This is an optimization exercise on Yosys and OpenROAD, whose aim is small area, a short achievable clock period and few clock cycles, not a production implementation.
The RTL was checked by simulation tests, not by an equivalence proof against the original design.
Power and IR drop assume default switching activity.

**config.mk**
```make
export PLATFORM = sky130hd
export DESIGN_NAME = infix_to_prefix_converter_unit
export DESIGN_NICKNAME = infix_to_prefix_converter_unit
export VERILOG_FILES = /design/flow/design.v
export SDC_FILE = /design/flow/constraint.sdc
export NUM_CORES = 4
export LEC_CHECK = 0
export CAP_MARGIN = 20
export CORE_MARGIN = 2
export CORE_UTILIZATION = 40
export SLEW_MARGIN = 20
```
**constraint.sdc**
```tcl
create_clock -name core_clock -period 6.0 [get_ports {clk_i}]
set_input_delay 1.2000 -clock core_clock [delete_from_list [all_inputs] [get_ports {clk_i}]]
set_output_delay 1.2000 -clock core_clock [all_outputs]
set_load 0.01 [all_outputs]
```
**design.v**
```verilog
module itp_ram (
  input  logic       clk_i,
  input  logic       wea_i,
  input  logic [5:0] waa_i,
  input  logic [7:0] wda_i,
  input  logic       web_i,
  input  logic [5:0] wab_i,
  input  logic [7:0] wdb_i,
  input  logic [5:0] raa_i,
  output logic [7:0] rda_o,
  input  logic [5:0] rab_i,
  output logic [7:0] rdb_o
);
  logic [7:0] mem_q [64];
  always_ff @(posedge clk_i) begin
    for (int i = 0; i < 64; i++) begin
      if (wea_i && (waa_i == 6'(i)))      mem_q[i] <= wda_i;
      else if (web_i && (wab_i == 6'(i))) mem_q[i] <= wdb_i;
    end
  end
  assign rda_o = mem_q[raa_i];
  assign rdb_o = mem_q[rab_i];
endmodule
module itp_prec_unit (
  input  logic [7:0] c_i,
  output logic       operand_o,
  output logic       open_o,
  output logic       close_o,
  output logic [1:0] rank_o
);
  assign operand_o = ((c_i >= 8'h61) && (c_i <= 8'h7A)) ||
                     ((c_i >= 8'h41) && (c_i <= 8'h5A)) ||
                     ((c_i >= 8'h30) && (c_i <= 8'h39));
  assign open_o    = (c_i == 8'h28);
  assign close_o   = (c_i == 8'h29);
  always_comb begin
    if (c_i == 8'h5E)                            rank_o = 2'd3;
    else if ((c_i == 8'h2A) || (c_i == 8'h2F))   rank_o = 2'd2;
    else if ((c_i == 8'h2B) || (c_i == 8'h2D))   rank_o = 2'd1;
    else                                         rank_o = 2'd0;
  end
endmodule
module infix_to_prefix_converter_unit (
  input  logic       clk_i,
  input  logic       rst_ni,
  input  logic       s_axis_tvalid,
  output logic       s_axis_tready,
  input  logic [7:0] s_axis_tdata,    
  input  logic       s_axis_tlast,
  output logic       m_axis_tvalid,
  input  logic       m_axis_tready,
  output logic [7:0] m_axis_tdata,    
  output logic       m_axis_tlast,
  output logic [1:0] m_axis_tuser     
);
  localparam logic [7:0] CH_OPEN  = 8'h28;
  localparam logic [7:0] CH_CLOSE = 8'h29;
  localparam logic [1:0] STAT_OK       = 2'd0;
  localparam logic [1:0] STAT_OVERFLOW = 2'd1;
  localparam logic [1:0] STAT_UNBAL    = 2'd2;
  localparam int SD = 65;   
  logic [6:0] wa_q;        
  logic [6:0] abase_q;     
  logic [6:0] acnt_q;      
  logic       aovf_q;      
  logic [1:0] qa_cnt_q;
  logic [6:0] qa_b_q [2];
  logic [6:0] qa_n_q [2];
  logic       qa_o_q [2];
  logic       b_run_q;
  logic [5:0] rp_q;        
  logic [6:0] rem_q;       
  logic       finp_q;      
  logic [5:0] wp_q;        
  logic [6:0] mcnt_q;      
  logic [6:0] bend_q;      
  logic       f0_v_q, f1_v_q;
  logic [7:0] f0_d_q, f1_d_q;
  logic       f0_opd_q, f1_opd_q;    
  logic       f0_opn_q, f1_opn_q;    
  logic       f0_cls_q, f1_cls_q;    
  logic [1:0] f0_rk_q, f1_rk_q;      
  logic       f0_fin_q, f1_fin_q;    
  logic [7:0] s_q [SD];
  logic [6:0] sd_q;
  logic       s0_opn_q, s1_opn_q;
  logic [1:0] s0_rk_q, s1_rk_q;
  logic [1:0] qc_cnt_q;
  logic       qc_s_q  [2];
  logic [1:0] qc_st_q [2];
  logic [6:0] qc_lo_q [2];
  logic [6:0] qc_hi_q [2];
  logic       c_run_q;
  logic [6:0] cp_q;        
  logic [6:0] cend_q;
  logic       ov_q;
  logic [7:0] od_q;
  logic       ol_q;
  logic [1:0] ou_q;
  logic       ram_wea, ram_web;
  logic [7:0] ram_wdb;
  logic [7:0] ram_rda, ram_rdb;
  itp_ram u_ram (
    .clk_i (clk_i),
    .wea_i (ram_wea),
    .waa_i (wa_q[5:0]),
    .wda_i (s_axis_tdata),
    .web_i (ram_web),
    .wab_i (wp_q),
    .wdb_i (ram_wdb),
    .raa_i (rp_q),
    .rda_o (ram_rda),
    .rab_i (cp_q[5:0]),
    .rdb_o (ram_rdb)
  );
  logic [6:0] used;
  logic       a_full;
  logic       s_fire;
  logic       qa_push, qa_pop;
  logic [6:0] qa_push_n;
  logic       qa_push_o;
  assign used          = wa_q - cp_q;
  assign a_full        = aovf_q || acnt_q[6];
  assign s_axis_tready = (qa_cnt_q != 2'd2) && (a_full || !used[6]);
  assign s_fire        = s_axis_tvalid && s_axis_tready;
  assign ram_wea       = s_fire && !a_full;
  assign qa_push       = s_fire && s_axis_tlast;
  assign qa_push_o     = a_full;
  assign qa_push_n     = acnt_q + 7'd1;
  always_ff @(posedge clk_i or negedge rst_ni) begin
    if (!rst_ni) begin
      wa_q    <= '0;
      abase_q <= '0;
      acnt_q  <= '0;
      aovf_q  <= 1'b0;
    end else if (s_fire) begin
      if (s_axis_tlast) begin
        acnt_q <= '0;
        aovf_q <= 1'b0;
        if (a_full) begin
          wa_q <= abase_q;           
        end else begin
          wa_q    <= wa_q + 7'd1;
          abase_q <= wa_q + 7'd1;
        end
      end else if (a_full) begin
        aovf_q <= 1'b1;
      end else begin
        wa_q   <= wa_q + 7'd1;
        acnt_q <= acnt_q + 7'd1;
      end
    end
  end
  always_ff @(posedge clk_i or negedge rst_ni) begin
    if (!rst_ni) begin
      qa_cnt_q <= '0;
    end else begin
      qa_cnt_q <= qa_cnt_q + {1'b0, qa_push} - {1'b0, qa_pop};
    end
  end
  always_ff @(posedge clk_i) begin
    if (qa_pop) begin
      qa_b_q[0] <= qa_b_q[1];
      qa_n_q[0] <= qa_n_q[1];
      qa_o_q[0] <= qa_o_q[1];
    end
    if (qa_push) begin
      if ((qa_cnt_q == 2'd0) || ((qa_cnt_q == 2'd1) && qa_pop)) begin
        qa_b_q[0] <= abase_q;
        qa_n_q[0] <= qa_push_n;
        qa_o_q[0] <= qa_push_o;
      end else begin
        qa_b_q[1] <= abase_q;
        qa_n_q[1] <= qa_push_n;
        qa_o_q[1] <= qa_push_o;
      end
    end
  end
  logic [7:0] fs_d;
  logic       fs_opd, fs_opn, fs_cls, fs_fin;
  logic [1:0] fs_rk;
  logic       f_avail;
  always_comb begin
    if (rem_q != '0) begin
      if (ram_rda == CH_OPEN)       fs_d = CH_CLOSE;
      else if (ram_rda == CH_CLOSE) fs_d = CH_OPEN;
      else                          fs_d = ram_rda;
    end else begin
      fs_d = CH_CLOSE;
    end
  end
  assign fs_fin  = (rem_q == '0);
  assign f_avail = b_run_q && ((rem_q != '0) || finp_q);
  itp_prec_unit u_fcls (
    .c_i       (fs_d),
    .operand_o (fs_opd),
    .open_o    (fs_opn),
    .close_o   (fs_cls),
    .rank_o    (fs_rk)
  );
  logic       s2_opd_unused, s2_opn, s2_cls_unused;
  logic [1:0] s2_rk;
  itp_prec_unit u_scls (
    .c_i       (s_q[2]),
    .operand_o (s2_opd_unused),
    .open_o    (s2_opn),
    .close_o   (s2_cls_unused),
    .rank_o    (s2_rk)
  );
  logic       step;
  logic       adv;          
  logic       emit;         
  logic       emit_s;       
  logic       s_push, s_pop, s_repl;
  logic       fin;
  logic [1:0] fin_st;
  logic       sd0, sd1;
  logic       f0_caret;
  logic       pop0, pop1;
  logic       b_start;
  logic       qc_push, qc_pop;
  logic       qc_push_s;
  logic [1:0] qc_push_st;
  logic [6:0] qc_push_lo, qc_push_hi;
  assign step     = b_run_q && f0_v_q && (qc_cnt_q != 2'd2);
  assign sd0      = (sd_q == '0);
  assign sd1      = (sd_q == 7'd1);
  assign f0_caret = (f0_rk_q == 2'd3);
  assign pop0     = f0_caret ? (s0_rk_q == 2'd3) : (f0_rk_q < s0_rk_q);
  assign pop1     = f0_caret ? (s1_rk_q == 2'd3) : (f0_rk_q < s1_rk_q);
  always_comb begin
    adv    = 1'b0;
    emit   = 1'b0;
    emit_s = 1'b0;
    s_push = 1'b0;
    s_pop  = 1'b0;
    s_repl = 1'b0;
    fin    = 1'b0;
    fin_st = STAT_OK;
    if (step) begin
      if (f0_opd_q) begin
        emit = 1'b1;
        adv  = 1'b1;
      end else if (f0_opn_q) begin
        s_push = 1'b1;
        adv    = 1'b1;
      end else if (sd0) begin
        fin    = 1'b1;
        fin_st = STAT_UNBAL;
      end else if (f0_cls_q) begin
        if (s0_opn_q) begin
          s_pop = 1'b1;
          adv   = 1'b1;
          if (f0_fin_q) begin
            fin    = 1'b1;
            fin_st = sd1 ? STAT_OK : STAT_UNBAL;
          end
        end else begin
          emit   = 1'b1;
          emit_s = 1'b1;
          s_pop  = 1'b1;
        end
      end else if (pop0) begin
        emit   = 1'b1;
        emit_s = 1'b1;
        if (sd1 || !pop1) begin
          s_repl = 1'b1;
          adv    = 1'b1;
        end else begin
          s_pop = 1'b1;
        end
      end else begin
        s_push = 1'b1;
        adv    = 1'b1;
      end
    end
  end
  assign ram_web = emit;
  assign ram_wdb = emit_s ? s_q[0] : f0_d_q;
  assign b_start    = !b_run_q && (qa_cnt_q != 2'd0) && (qc_cnt_q != 2'd2);
  assign qa_pop     = b_start;
  assign qc_push    = fin || (b_start && qa_o_q[0]);
  assign qc_push_s  = b_start || (fin_st != STAT_OK) || (mcnt_q == '0);
  assign qc_push_st = b_start ? STAT_OVERFLOW : fin_st;
  assign qc_push_lo = bend_q - mcnt_q;
  assign qc_push_hi = b_start ? qa_b_q[0] : bend_q;
  logic       enq;
  logic       a0_v, a1_v;
  logic [7:0] a0_d, a1_d;
  logic       a0_opd, a0_opn, a0_cls, a0_fin, a1_opd, a1_opn, a1_cls, a1_fin;
  logic [1:0] a0_rk, a1_rk;
  always_comb begin
    if (adv) begin
      a0_v = f1_v_q; a0_d = f1_d_q; a0_opd = f1_opd_q; a0_opn = f1_opn_q;
      a0_cls = f1_cls_q; a0_rk = f1_rk_q; a0_fin = f1_fin_q;
      a1_v = 1'b0;
    end else begin
      a0_v = f0_v_q; a0_d = f0_d_q; a0_opd = f0_opd_q; a0_opn = f0_opn_q;
      a0_cls = f0_cls_q; a0_rk = f0_rk_q; a0_fin = f0_fin_q;
      a1_v = f1_v_q;
    end
    a1_d = f1_d_q; a1_opd = f1_opd_q; a1_opn = f1_opn_q;
    a1_cls = f1_cls_q; a1_rk = f1_rk_q; a1_fin = f1_fin_q;
    enq = f_avail && !a1_v;
    if (enq) begin
      if (!a0_v) begin
        a0_v = 1'b1; a0_d = fs_d; a0_opd = fs_opd; a0_opn = fs_opn;
        a0_cls = fs_cls; a0_rk = fs_rk; a0_fin = fs_fin;
      end else begin
        a1_v = 1'b1; a1_d = fs_d; a1_opd = fs_opd; a1_opn = fs_opn;
        a1_cls = fs_cls; a1_rk = fs_rk; a1_fin = fs_fin;
      end
    end
  end
  always_ff @(posedge clk_i or negedge rst_ni) begin
    if (!rst_ni) begin
      b_run_q <= 1'b0;
      rem_q   <= '0;
      finp_q  <= 1'b0;
      f0_v_q  <= 1'b0;
      f1_v_q  <= 1'b0;
      sd_q    <= '0;
      mcnt_q  <= '0;
    end else if (b_start) begin
      b_run_q <= !qa_o_q[0];
      rem_q   <= qa_n_q[0];
      finp_q  <= 1'b1;
      f0_v_q  <= 1'b0;
      f1_v_q  <= 1'b0;
      sd_q    <= 7'd1;
      mcnt_q  <= '0;
    end else begin
      if (fin) b_run_q <= 1'b0;
      if (enq) begin
        if (rem_q != '0) rem_q <= rem_q - 7'd1;
        else             finp_q <= 1'b0;
      end
      f0_v_q <= a0_v && !fin;
      f1_v_q <= a1_v && !fin;
      if (s_push)     sd_q <= sd_q + 7'd1;
      else if (s_pop) sd_q <= sd_q - 7'd1;
      if (emit) mcnt_q <= mcnt_q + 7'd1;
    end
  end
  always_ff @(posedge clk_i) begin
    if (b_start) begin
      rp_q   <= 6'(qa_b_q[0] + qa_n_q[0] - 7'd1);
      wp_q   <= 6'(qa_b_q[0] + qa_n_q[0] - 7'd1);
      bend_q <= qa_b_q[0] + qa_n_q[0];
    end else begin
      if (enq && (rem_q != '0)) rp_q <= rp_q - 6'd1;
      if (emit) wp_q <= wp_q - 6'd1;
    end
    f0_d_q <= a0_d; f0_opd_q <= a0_opd; f0_opn_q <= a0_opn;
    f0_cls_q <= a0_cls; f0_rk_q <= a0_rk; f0_fin_q <= a0_fin;
    f1_d_q <= a1_d; f1_opd_q <= a1_opd; f1_opn_q <= a1_opn;
    f1_cls_q <= a1_cls; f1_rk_q <= a1_rk; f1_fin_q <= a1_fin;
  end
  always_ff @(posedge clk_i) begin
    if (b_start) begin
      s_q[0]   <= CH_OPEN;
      s0_opn_q <= 1'b1;
      s0_rk_q  <= 2'd0;
    end else if (s_push) begin
      for (int i = SD - 1; i > 0; i--) s_q[i] <= s_q[i-1];
      s_q[0]   <= f0_d_q;
      s0_opn_q <= f0_opn_q;
      s0_rk_q  <= f0_opd_q ? 2'd0 : f0_rk_q;
      s1_opn_q <= s0_opn_q;
      s1_rk_q  <= s0_rk_q;
    end else if (s_pop) begin
      for (int i = 0; i < SD - 1; i++) s_q[i] <= s_q[i+1];
      s0_opn_q <= s1_opn_q;
      s0_rk_q  <= s1_rk_q;
      s1_opn_q <= s2_opn;
      s1_rk_q  <= s2_rk;
    end else if (s_repl) begin
      s_q[0]   <= f0_d_q;
      s0_opn_q <= 1'b0;
      s0_rk_q  <= f0_rk_q;
    end
  end
  always_ff @(posedge clk_i or negedge rst_ni) begin
    if (!rst_ni) begin
      qc_cnt_q <= '0;
    end else begin
      qc_cnt_q <= qc_cnt_q + {1'b0, qc_push} - {1'b0, qc_pop};
    end
  end
  always_ff @(posedge clk_i) begin
    if (qc_pop) begin
      qc_s_q[0]  <= qc_s_q[1];
      qc_st_q[0] <= qc_st_q[1];
      qc_lo_q[0] <= qc_lo_q[1];
      qc_hi_q[0] <= qc_hi_q[1];
    end
    if (qc_push) begin
      if ((qc_cnt_q == 2'd0) || ((qc_cnt_q == 2'd1) && qc_pop)) begin
        qc_s_q[0]  <= qc_push_s;
        qc_st_q[0] <= qc_push_st;
        qc_lo_q[0] <= qc_push_lo;
        qc_hi_q[0] <= qc_push_hi;
      end else begin
        qc_s_q[1]  <= qc_push_s;
        qc_st_q[1] <= qc_push_st;
        qc_lo_q[1] <= qc_push_lo;
        qc_hi_q[1] <= qc_push_hi;
      end
    end
  end
  logic       out_free;
  logic       load_out;
  logic [7:0] lo_d;
  logic       lo_l;
  logic [1:0] lo_u;
  logic       c_last;
  assign out_free = !ov_q || m_axis_tready;
  assign c_last   = ((cp_q + 7'd1) == cend_q);
  assign qc_pop   = !c_run_q && (qc_cnt_q != 2'd0) && (!qc_s_q[0] || out_free);
  assign load_out = out_free && (c_run_q || (!c_run_q && (qc_cnt_q != 2'd0) && qc_s_q[0]));
  assign lo_d     = c_run_q ? ram_rdb : 8'h00;
  assign lo_l     = c_run_q ? c_last : 1'b1;
  assign lo_u     = c_run_q ? STAT_OK : qc_st_q[0];
  always_ff @(posedge clk_i or negedge rst_ni) begin
    if (!rst_ni) begin
      c_run_q <= 1'b0;
      cp_q    <= '0;
      ov_q    <= 1'b0;
    end else begin
      if (c_run_q) begin
        if (out_free) begin
          cp_q <= cp_q + 7'd1;
          if (c_last) c_run_q <= 1'b0;
        end
      end else if (qc_pop) begin
        if (qc_s_q[0]) begin
          cp_q <= qc_hi_q[0];
        end else begin
          cp_q    <= qc_lo_q[0];
          c_run_q <= 1'b1;
        end
      end
      if (load_out)           ov_q <= 1'b1;
      else if (m_axis_tready) ov_q <= 1'b0;
    end
  end
  always_ff @(posedge clk_i) begin
    if (qc_pop && !qc_s_q[0]) cend_q <= qc_hi_q[0];
    if (load_out) begin
      od_q <= lo_d;
      ol_q <= lo_l;
      ou_q <= lo_u;
    end
  end
  assign m_axis_tvalid = ov_q;
  assign m_axis_tdata  = od_q;
  assign m_axis_tlast  = ol_q;
  assign m_axis_tuser  = ou_q;
endmodule
```
**run.sh**
```bash
#!/bin/bash
# synth_recipe.tcl (not shown) runs the flow's synth.tcl, then flattens the netlist and writes it again
# the make line also repeats each setting of config.mk as NAME=value (left out here)
make -C /OpenROAD-flow-scripts/flow DESIGN_CONFIG=/design/flow/config.mk WORK_HOME=/design/flow/orfs CLKGATE_MAP_FILE= SYNTH_SCRIPT=/design/flow/synth_recipe.tcl finish
```
==> flow_metrics.tcl <==
set metrics [dict create \
    synth_compound_area_frac 0.120 \
    die_w_um 400 \
    ys_warn_count 20 \
    place_congestion 1.19 \
    finalSetupViolCount 0 \
    drive_above_1_share 0.170 \
    synth-xor-area-share 0.00991 \
    cp-end-kind "output port" \
    fmax_mhz 183 \
    yosys.area_share.adder 0.0104 \
    r2r_cells 14 \
    path_max_fanout 19 \
    arrival_ns 4.27 \
    cts_resized 0 \
    ant_nets 0 \
    synth_top_family_by_area "simple AND/OR/NAND/NOR gates" \
    dr.pass1.iters 9 \
    cts_setup_buffers 0 \
    synthMuxAreaShare 0.0725 \
    total_switching_power_uw 20000 \
    initial_utilization 0.402 \
    syn-num-nets 6056 \
    status "finished clean" \
    cts_sinks 1227 \
    swShare 0.445 \
    grt_max_degree 211 \
    antenna_found_initial 84 \
    synth.distinct_cells 93 \
    hold_viol 0 \
    cap_viol_max_count 0 \
    synth-seq-cells 1227 \
    p_clk_frac 0.201 \
    die_area_mm2 0.160 \
    leakagePower_uw 0.0266 \
    syn_inst 5992 \
    finClkSkew_ns 0.0600 \
    r2r_end "f0_opd_q$_DFF_P_" \
    clock_path_buffers 3 \
    vias 57400 \
    nets 6115 \
    numCtsBuffers 142 \
    wl_per_cell_um 46.9 \
    holdPathEnd "s_q[64][2]$_DFFE_PP_" \
    p_total_uw 45000 \
    synth_simple_gate_area_frac 0.181 \
    critical_path_class "reg -> out" \
    ctsHoldBuffers 0 \
    p_int_uw 25000 \
    synth-edff-count 1110 \
    wl_um 388000 \
    syn_area_per_cell_um2 10.5 \
    slew_headroom 0.113 \
    grt.total_usage 0.482 \
    seq_area_frac_synth 0.574 \
    htree_num_levels 4 \
    portBuffers 25 \
    r2r_start "rp_q[3]$_DFFE_PP_" \
    io_pins 26 \
    fp.coreArea_mm2 0.156 \
    p_comb_frac 0.446 \
    p_per_area_mw_per_mm2 625 \
    min_path_type "reg -> reg" \
    syn_area_mm2 0.0626 \
    first_iter_violations 10100 \
    min_path_cells 0 \
    fin_cells 8288 \
    worstHoldStart "s_q[63][2]$_DFFE_PP_" \
    period_share 0.912 \
    die_y_um 400 \
    drc 0 \
    dp_cells 7960 \
    path_clk_slew_ns 0.06 \
    async_flop_share 0.0489 \
    required_ns 4.80 \
    cts_tree "done" \
    clk_latency_ns 0.84 \
    period_minus_slack_ns 5.47 \
    rows 145 \
    start_kind "flip-flop" \
    grt_pass1_wl_um 502000 \
    drv_slew 0 \
    viasPerCell 6.93 \
    rsz0062_at_grt "false" \
    ys.flop_type "edfxtp_1" \
    hpwlAfterDp_um 280000 \
    grt_pass1_vias 51000 \
    overflow 0 \
    irDropWorstVdd_v 0.000491 \
    cts_root_buffer "clkbuf_16" \
    worst_slew_pin_slew_ns 1.33 \
    reg2reg_slack_ns 0.65 \
    seqPwrFrac 0.353 \
    syn_to_final_growth_pct 14.9 \
]
-- layer usage --
metal / vias up / share of wire / track usage / wire, um
met3: 1674 / 0.13 / 0.236 / 50900
met2: 4880 / 0.40 / 0.645 / 153000
met5: - / 0.0011 / 0.0218 / 414
met4: 37 / 0.12 / 0.440 / 45000
met1: 28800 / 0.36 / 0.558 / 139000
li1: 22000 / - / - / -
-- layout make-up --
| cell class | instances | area (um^2) |
|---|---|---|
| Clock inverter | 84 | 1040 |
| Fill cell | 14300 | 83900 |
| Inverter | 68 | 263 |
| Timing Repair Buffer | 362 | 3020 |
| Antenna cell | 63 | 158 |
| Tap cell | 2058 | 2570 |
| Clock buffer | 176 | 3740 |
| Sequential cell | 1227 | 36000 |
| Multi-Input combinational cell | 4250 | 25200 |
-- cells in the mapped netlist, types with 9 or more instances --
library cell / number / area (um^2)
nand2_1: 1718 / 6450
edfxtp_1: 1110 / 33300
clkbuf_1: 373 / 1400
nor2_1: 354 / 1330
mux2_2: 339 / 3820
a21oi_1: 271 / 1360
a22oi_1: 236 / 1770
nand3_1: 161 / 806
o21ai_0: 155 / 776
nand4_1: 94 / 588
a22o_1: 71 / 622
mux2i_1: 71 / 711
nor3_1: 64 / 320
inv_1: 61 / 229
dfrtp_1: 60 / 1500
dfxtp_1: 57 / 1140
a221oi_1: 49 / 429
ha_1: 49 / 613
a32oi_1: 47 / 412
xnor2_1: 44 / 385
a31oi_1: 38 / 238
and3_1: 37 / 231
buf_1: 37 / 139
a211oi_1: 29 / 218
and2_1: 25 / 156
buf_2: 25 / 125
xor2_1: 25 / 219
nor2b_1: 24 / 150
o2111ai_1: 23 / 201
nor4_1: 21 / 131
or3_1: 19 / 119
nand3b_1: 18 / 135
o22ai_1: 18 / 113
nand2b_1: 17 / 106
o31ai_1: 15 / 113
a21o_1: 14 / 105
o21bai_1: 14 / 105
o32ai_1: 13 / 114
a222oi_1: 12 / 120
and3b_1: 10 / 87.6
a32o_1: 9 / 90.1
nor4b_4: 9 / 214
-- sequential cells by signal, indices dropped and copies added (netlist names), 8 cells and up --
register	flops
f1_d_q	8
qc_hi_q	14
f0_d_q	8
s_q	520
u_ram.mem_q	512
od_q	8
qa_b_q	14
qc_lo_q	14
qa_n_q	14
-- per-stage QoR --
| stage | hold slack [ns] | worst slack (ns) | util | TNS, ns | area, um^2 |
|---|---|---|---|---|---|
| floorplan | 0.424 | -4.96 | - | -2012.66 | 62700 |
| global placement | 0.438 | 0.882 | 0.429 | 0 | 66800 |
| detailed placement | 0.442 | 0.921 | 0.429 | 0 | 66900 |
| CTS | 0.453 | 0.511 | 0.460 | 0 | 71700 |
| global route | 0.465 | 0.413 | 0.461 | 0 | 71900 |
| finish | 0.451 | 0.530 | 0.462 | 0 | 72000 |
-- cell usage in the layout (no fill, tap or decap), types with 19 or more instances in the layout --
| cell | synthesis | layout |
|---|---|---|
| nand2_1 | 1718 | 1715 |
| edfxtp_1 | 1110 | 1110 |
| mux2_2 | 339 | 331 |
| buf_4 | 8 | 316 |
| nor2_1 | 354 | 298 |
| a21oi_1 | 271 | 271 |
| a22oi_1 | 236 | 236 |
| nand3_1 | 161 | 161 |
| clkbuf_16 | 0 | 144 |
| o21ai_0 | 155 | 116 |
| nand4_1 | 94 | 94 |
| a22o_1 | 71 | 71 |
| diode_2 | 0 | 63 |
| mux2i_1 | 71 | 63 |
| inv_1 | 61 | 60 |
| dfrtp_1 | 60 | 59 |
| nor3_1 | 64 | 58 |
| dfxtp_1 | 57 | 56 |
| nor2_2 | 1 | 51 |
| a221oi_1 | 49 | 47 |
| a32oi_1 | 47 | 47 |
| ha_1 | 49 | 45 |
| xnor2_1 | 44 | 44 |
| a31oi_1 | 38 | 37 |
| and3_1 | 37 | 36 |
| clkinv_1 | 4 | 34 |
| clkbuf_1 | 373 | 30 |
| a211oi_1 | 29 | 29 |
| o21ai_1 | 2 | 27 |
| xor2_1 | 25 | 25 |
| and2_1 | 25 | 24 |
| o2111ai_1 | 23 | 22 |
| or3_1 | 19 | 19 |
-- cells by family after synthesis --
family | Yosys count
AND/OR/NAND/NOR | 2625
flip-flops | 1227
AO/OA/AOI/OAI | 1093
buffers and inverters | 515
multiplexers | 411
XOR/XNOR | 70
adder cells (fa/ha/maj) | 51
-- critical path, cell delays in order (launching register included) --
cell and delay (ns):
dfrtp_1 0.74, inv_1 0.27, ha_1 0.36, a21o_1 0.16
a21o_1 0.17, a21o_1 0.18, a21oi_2 0.22, xnor2_1 0.24
a21oi_1 0.49, clkdlybuf4s50_1 0.64
-- power by group through the flow --
stage               Clock [uW]  Sequential (uW)  Combinational [uW]
floorplan                    0            15700               10900
global placement             0            15900               18600
detailed placement           0            15900               18800
CTS                       9090            15800               18900
global route              9410            16100               20700
finish                    9060            15900               20100
-- how the worst max path moves through the flow --
stage	start	end	slack (ns)	cells past startpoint
3_3_place_gp	s_axis_tvalid	u_ram.mem_q[40][5]$_DFFE_PP_	0.88	7
2_1_floorplan	s1_rk_q[1]$_DFFE_PP_	sd_q[5]$_DFFE_PN0P_	-4.96	10
5_1_grt	cp_q[2]$_DFFE_PN0P_	s_axis_tready	0.41	9
3_5_place_dp	s_axis_tvalid	u_ram.mem_q[40][5]$_DFFE_PP_	0.92	7
6_report	cp_q[2]$_DFFE_PN0P_	s_axis_tready	0.53	9
4_1_cts	cp_q[2]$_DFFE_PN0P_	s_axis_tready	0.51	9
Testbench counts, summed over its fixed seeds: cycles 8,853.

[afterwards: timing with drivers on the ports]
In the flow no input, the clock included, has a driving cell. The finished layout below was timed again as built, in two steps. Step 1 (the two cells are an assumption about what drives the block):
set clk [get_ports {clk_i}]
set_driving_cell -lib_cell sky130_fd_sc_hd__clkbuf_16 $clk
set_driving_cell -lib_cell sky130_fd_sc_hd__buf_2 [delete_from_list [all_inputs] $clk]
Step 2 moves the port delays by t, midway between the first and last clock arrival at a register: inputs arrive t later, outputs are due t later. That takes back most of the time a late clock gives input paths. Three values: ideal ports, drivers, drivers and shift; two values: the first two.
shift t [ns]: 0.892
setup WS [ns]: 0.530 / 0.445 / 0.647
pins driven straight from the clock port: 1
After both steps setup and hold are still met in this run. For this run, drivers alone change the setup slack by -0.085 ns; drivers and shift together by +0.117 ns.
